This design comes from an exercise in tuning for small area and a short achievable clock period on the open sky130 flow, not from production work.
Function was checked by simulation only, so behaviour that the tests miss may differ from the original.

==> build 67: inputs <==
==> flow/design.v <==
module store_buffer_fwd #(
  parameter int unsigned ADDR_W = 16,
  parameter int unsigned DATA_W = 8,
  parameter int unsigned DEPTH  = 16,
  localparam int unsigned IDX_W = $clog2(DEPTH)
) (
  input  logic              clk,
  input  logic              rst,
  input  logic              in_valid,
  output logic              in_ready,
  input  logic [ADDR_W-1:0] in_addr,
  input  logic [DATA_W-1:0] in_data,
  input  logic              retire,
  input  logic              flush,
  output logic              mem_valid,
  input  logic              mem_ready,
  output logic [ADDR_W-1:0] mem_addr,
  output logic [DATA_W-1:0] mem_data,
  input  logic [ADDR_W-1:0] ld_addr,
  output logic              ld_hit,
  output logic [DATA_W-1:0] ld_data,
  output logic [IDX_W:0]    count,
  output logic              full,
  output logic              empty
);
  localparam int unsigned PTR_W = IDX_W + 1;
  logic [PTR_W-1:0]  head_q, head_d;
  logic [PTR_W-1:0]  cmt_q, cmt_d;
  logic [PTR_W-1:0]  tail_q, tail_d;
  logic [DEPTH-1:0]  tail_oh;
  logic [ADDR_W-1:0] addr_mem [DEPTH];
  logic [DATA_W-1:0] data_mem [DEPTH];
  logic [PTR_W-1:0]  cnt;
  logic              enq;
  logic              ret;
  logic              drn;
  assign cnt      = head_q - tail_q;
  assign count    = cnt;
  assign full     = (cnt == PTR_W'(DEPTH));
  assign empty    = (cnt == '0);
  assign in_ready = !full;
  assign mem_valid = (tail_q != cmt_q);
  always_comb begin
    enq    = in_valid && !full && !flush;
    ret    = retire && (cmt_q != head_q);
    drn    = mem_valid && mem_ready;
    cmt_d  = cmt_q + PTR_W'(ret);
    head_d = flush ? cmt_d : head_q + PTR_W'(enq);
    tail_d = tail_q + PTR_W'(drn);
  end
  always_ff @(posedge clk or posedge rst) begin
    if (rst) begin
      head_q  <= '0;
      cmt_q   <= '0;
      tail_q  <= '0;
      tail_oh <= DEPTH'(1);
    end else begin
      head_q <= head_d;
      cmt_q  <= cmt_d;
      tail_q <= tail_d;
      if (drn) tail_oh <= {tail_oh[DEPTH-2:0], tail_oh[DEPTH-1]};
    end
  end
  always_ff @(posedge clk) begin
    if (enq) begin
      addr_mem[head_q[IDX_W-1:0]] <= in_addr;
      data_mem[head_q[IDX_W-1:0]] <= in_data;
    end
  end
  logic [DEPTH*ADDR_W-1:0] addr_flat;
  logic [DEPTH*DATA_W-1:0] data_flat;
  for (genvar i = 0; i < DEPTH; i++) begin : g_flat
    assign addr_flat[i*ADDR_W +: ADDR_W] = addr_mem[i];
    assign data_flat[i*DATA_W +: DATA_W] = data_mem[i];
  end
  sb_ohmux #(.N(DEPTH), .W(ADDR_W)) u_mem_addr (.sel(tail_oh), .d(addr_flat), .y(mem_addr));
  sb_ohmux #(.N(DEPTH), .W(DATA_W)) u_mem_data (.sel(tail_oh), .d(data_flat), .y(mem_data));
  logic [DEPTH-1:0] below_h, ge_t, live;
  logic             wrap;
  assign wrap = head_q[IDX_W] ^ tail_q[IDX_W];
  for (genvar i = 0; i < DEPTH; i++) begin : g_live
    assign below_h[i] = IDX_W'(i) < head_q[IDX_W-1:0];
    assign ge_t[i]    = IDX_W'(i) >= tail_q[IDX_W-1:0];
    assign live[i]    = wrap ? (below_h[i] | ge_t[i]) : (below_h[i] & ge_t[i]);
  end
  logic [DEPTH-1:0] eq_n, lo_live;
  for (genvar i = 0; i < DEPTH; i++) begin : g_cmp
    sb_neq16 u_eq (.a(addr_mem[i]), .b(ld_addr), .y(eq_n[i]));
  end
  assign lo_live = below_h & live;
  logic [2*DEPTH-1:1] t_hit, t_lo;
  logic [DATA_W-1:0]  t_data [2*DEPTH];
  for (genvar i = 0; i < DEPTH; i++) begin : g_leaf
    assign t_hit[DEPTH+i]  = ~eq_n[i] & live[i];
    assign t_lo[DEPTH+i]   = ~eq_n[i] & lo_live[i];
    assign t_data[DEPTH+i] = data_mem[i];
  end
  for (genvar n = 1; n < DEPTH; n++) begin : g_node
    sb_merge #(.W(DATA_W), .GATE_L(n == DEPTH/2)) u_merge (
      .hit_l(t_hit[2*n]), .lo_l(t_lo[2*n]), .d_l(t_data[2*n]),
      .hit_r(t_hit[2*n+1]), .lo_r(t_lo[2*n+1]), .d_r(t_data[2*n+1]),
      .hit(t_hit[n]), .hit_lo(t_lo[n]), .y_n(t_data[n]));
  end
  assign t_data[0] = '0;
  assign ld_hit  = t_hit[1];
  assign ld_data = t_data[1];
endmodule
module sb_xnor2 (input logic a, input logic b, output logic y);
  assign y = ~(a ^ b);
endmodule
module sb_nand4 (input logic a, input logic b, input logic c, input logic d, output logic y);
  assign y = ~(a & b & c & d);
endmodule
module sb_nand2 (input logic a, input logic b, output logic y);
  assign y = ~(a & b);
endmodule
module sb_nor2 (input logic a, input logic b, output logic y);
  assign y = ~(a | b);
endmodule
module sb_neq16 (input logic [15:0] a, input logic [15:0] b, output logic y);
  logic [15:0] x;
  logic [3:0]  n;
  logic [1:0]  e;
  for (genvar k = 0; k < 16; k++) begin : g_x
    sb_xnor2 u_x (.a(a[k]), .b(b[k]), .y(x[k]));
  end
  for (genvar k = 0; k < 4; k++) begin : g_n
    sb_nand4 u_n (.a(x[4*k]), .b(x[4*k+1]), .c(x[4*k+2]), .d(x[4*k+3]), .y(n[k]));
  end
  for (genvar k = 0; k < 2; k++) begin : g_e
    sb_nor2 u_e (.a(n[2*k]), .b(n[2*k+1]), .y(e[k]));
  end
  sb_nand2 u_y (.a(e[0]), .b(e[1]), .y(y));
endmodule
module sb_merge #(parameter int unsigned W = 8, parameter bit GATE_L = 0) (
  input  logic         hit_l,
  input  logic         lo_l,
  input  logic [W-1:0] d_l,
  input  logic         hit_r,
  input  logic         lo_r,
  input  logic [W-1:0] d_r,
  output logic         hit,
  output logic         hit_lo,
  output logic [W-1:0] y_n
);
  logic pick_r, pick_l;
  assign pick_r = lo_r | (hit_r & ~lo_l);
  if (GATE_L) begin : g_gate
    assign pick_l = ~pick_r & hit_l;
  end else begin : g_pass
    assign pick_l = ~pick_r;
  end
  assign hit    = hit_l | hit_r;
  assign hit_lo = lo_l | lo_r;
  assign y_n    = ~((d_r & {W{pick_r}}) | (d_l & {W{pick_l}}));
endmodule
module sb_ohmux #(parameter int unsigned N = 16, parameter int unsigned W = 8) (
  input  logic [N-1:0]   sel,
  input  logic [N*W-1:0] d,
  output logic [W-1:0]   y
);
  always_comb begin
    y = '0;
    for (int i = 0; i < N; i++) y = y | (d[i*W +: W] & {W{sel[i]}});
  end
endmodule
==> flow/run.sh <==
#!/bin/bash
# synth_recipe.tcl (not shown) runs the flow's synth.tcl, then flattens the netlist and writes it again
# the make line also repeats each setting of config.mk as NAME=value (left out here)
make -C /OpenROAD-flow-scripts/flow DESIGN_CONFIG=/design/flow/config.mk WORK_HOME=/design/flow/orfs CLKGATE_MAP_FILE= SYNTH_SCRIPT=/design/flow/synth_recipe.tcl finish
==> flow/config.mk <==
export PLATFORM = sky130hd
export DESIGN_NAME = store_buffer_fwd
export DESIGN_NICKNAME = store_buffer_fwd
export VERILOG_FILES = /design/flow/design.v
export SDC_FILE = /design/flow/constraint.sdc
export NUM_CORES = 4
export LEC_CHECK = 0
export CAP_MARGIN = 20
export CORE_MARGIN = 2
export CORE_UTILIZATION = 40
export CTS_CLUSTER_DIAMETER = 100
export CTS_CLUSTER_SIZE = 20
export SETUP_SLACK_MARGIN = 4.5
export SLEW_MARGIN = 20
export SYNTH_HIERARCHICAL = 1
==> flow/constraint.sdc <==
create_clock -name core_clock -period 10.0 [get_ports {clk}]
set_input_delay 2.0000 -clock core_clock [delete_from_list [all_inputs] [get_ports {clk}]]
set_output_delay 2.0000 -clock core_clock [all_outputs]
set_load 0.01 [all_outputs]
==> inputs of build 78, as changes to build 67 <==
==> flow/design.v (replaced) <==
module store_buffer_fwd #(
  parameter int unsigned ADDR_W = 16,
  parameter int unsigned DATA_W = 8,
  parameter int unsigned DEPTH  = 16,
  localparam int unsigned IDX_W = $clog2(DEPTH)
) (
  input  logic              clk,
  input  logic              rst,
  input  logic              in_valid,
  output logic              in_ready,
  input  logic [ADDR_W-1:0] in_addr,
  input  logic [DATA_W-1:0] in_data,
  input  logic              retire,
  input  logic              flush,
  output logic              mem_valid,
  input  logic              mem_ready,
  output logic [ADDR_W-1:0] mem_addr,
  output logic [DATA_W-1:0] mem_data,
  input  logic [ADDR_W-1:0] ld_addr,
  output logic              ld_hit,
  output logic [DATA_W-1:0] ld_data,
  output logic [IDX_W:0]    count,
  output logic              full,
  output logic              empty
);
  localparam int unsigned PTR_W = IDX_W + 1;
  logic [PTR_W-1:0]  head_q, head_d;
  logic [PTR_W-1:0]  cmt_q, cmt_d;
  logic [PTR_W-1:0]  tail_q, tail_d;
  logic [ADDR_W-1:0] addr_mem [DEPTH];
  logic [DATA_W-1:0] data_mem [DEPTH];
  logic [PTR_W-1:0]  cnt;
  logic              enq;
  logic              ret;
  logic              drn;
  assign cnt      = head_q - tail_q;
  assign count    = cnt;
  assign full     = (cnt == PTR_W'(DEPTH));
  assign empty    = (cnt == '0);
  assign in_ready = !full;
  assign mem_valid = (tail_q != cmt_q);
  assign mem_addr  = addr_mem[tail_q[IDX_W-1:0]];
  assign mem_data  = data_mem[tail_q[IDX_W-1:0]];
  always_comb begin
    enq    = in_valid && !full && !flush;
    ret    = retire && (cmt_q != head_q);
    drn    = mem_valid && mem_ready;
    cmt_d  = cmt_q + PTR_W'(ret);
    head_d = flush ? cmt_d : head_q + PTR_W'(enq);
    tail_d = tail_q + PTR_W'(drn);
  end
  always_ff @(posedge clk or posedge rst) begin
    if (rst) begin
      head_q <= '0;
      cmt_q  <= '0;
      tail_q <= '0;
    end else begin
      head_q <= head_d;
      cmt_q  <= cmt_d;
      tail_q <= tail_d;
    end
  end
  always_ff @(posedge clk) begin
    if (enq) begin
      addr_mem[head_q[IDX_W-1:0]] <= in_addr;
      data_mem[head_q[IDX_W-1:0]] <= in_data;
    end
  end
  logic [DEPTH-1:0] below_h, ge_t, live;
  logic             wrap;
  assign wrap = head_q[IDX_W] ^ tail_q[IDX_W];
  for (genvar i = 0; i < DEPTH; i++) begin : g_live
    assign below_h[i] = IDX_W'(i) < head_q[IDX_W-1:0];
    assign ge_t[i]    = IDX_W'(i) >= tail_q[IDX_W-1:0];
    assign live[i]    = wrap ? (below_h[i] | ge_t[i]) : (below_h[i] & ge_t[i]);
  end
  logic [DEPTH-1:0] match, m_lo, m_hi;
  for (genvar i = 0; i < DEPTH; i++) begin : g_cmp
    assign match[i] = live[i] && (addr_mem[i] == ld_addr);
  end
  assign m_lo = match & below_h;
  assign m_hi = match & ~below_h;
  logic [DEPTH-1:0] sel;
  logic             any_lo;
  assign any_lo = |m_lo;
  always_comb begin
    for (int i = 0; i < DEPTH; i++) begin
      sel[i] = (m_lo[i] && !(|(m_lo >> (i + 1)))) ||
               (!any_lo && m_hi[i] && !(|(m_hi >> (i + 1))));
    end
  end
  always_comb begin
    ld_hit  = |match;
    ld_data = '0;
    for (int i = 0; i < DEPTH; i++)
      ld_data = ld_data | (data_mem[i] & {DATA_W{sel[i]}});
  end
endmodule
CTS_CLUSTER_DIAMETER = default   (was 100)
CTS_CLUSTER_SIZE = default   (was 20)
SETUP_SLACK_MARGIN = 3.5   (was 4.5)
SYNTH_HIERARCHICAL = default   (was 1)
==> impl_metrics.ini <==
[clock_tree]
cts.repair.resized = 362

[detailed_routing]
via_count = 15689
route.met2.wl_um = 36200
m1WireLength_um = 34100

[final_layout]
sh_seq_area_pct = 43.3
drive_gt1_share_pct = 34.7
final.clkbuf_count = 50

[placement]
placed_cell_area_um2 = 23200
gp_congestion = 1.04

[power]
pg_seq_w = 0.00220
maxPowerGroup = combinational cells

[global_routing]
grtUsageTotal_pct = 30.1
grtUsageMet2_pct = 44.1

[synthesis]
synthCells = 1476

[timing]
period_share_pct = 75.7

[critical_path]
cp_cell_sequence = buf_8, buf_12, xnor2_2, nand4_1, or4_4, o22a_1, nor4b_4, buf_6, a32o_1, or4_1, or4_4, or4_4, buf_6

[status]
status = complete, no violations
The numbers above come from build 78.

==> impl_metrics.ini <==
[critical_path]
cp_cell_sequence = buf_16, buf_12, xnor2_4, nand4_1, nor2_1, nand2_2, a21oi_4, or2_1, or2_4, or2_4, a21oi_4, buf_12, mux2i_4, buf_2
critical-path-top-delay-family = simple AND/OR/NAND/NOR gates

[final_layout]
final.clkbuf_count = 43
drive_gt1_share_pct = 19.4

[global_routing]
grtUsageTotal_pct = 24.7

[placement]
gp_congestion = 0.905
placed_cell_area_um2 = 22500

[power]
maxPowerGroup = registers
pg_seq_w = 0.00216

[status]
status = complete, no violations

[detailed_routing]
via_count = 13669

[synthesis]
synthCells = 1465
The numbers above come from build 67.

[port drivers added, routing unchanged]
The flow's constraints put no driver on any port. The routed layouts listed below were extracted and timed again, unchanged, in two steps.
Step 1, drivers: a clkbuf_16 drives clk and a buf_2 each remaining input, both assumed.
Step 2 times the ports against the registers' clock, not the clock port: input delays grow and output delays shrink by t, the midpoint of the rising clock arrivals with the driver on.
a / b / c = ideal / step 1 / step 2; a / b = the first two.
run	t, ns	setup slack, ns	worst setup path after step 2	latest minus earliest clock arrival (ns)	worst data-port slew with drivers (ns)
build 67	0.630	3.478 / 3.337 / 3.337	input to output	0.034 / 0.034	0.20
build 78	0.655	2.430 / 2.393 / 2.393	input to output	0.052 / 0.053	0.09
After both steps setup and hold are still met in every run listed. For build 67, which loses most, drivers alone change the setup slack by -0.141 ns; drivers and shift together by -0.141 ns.
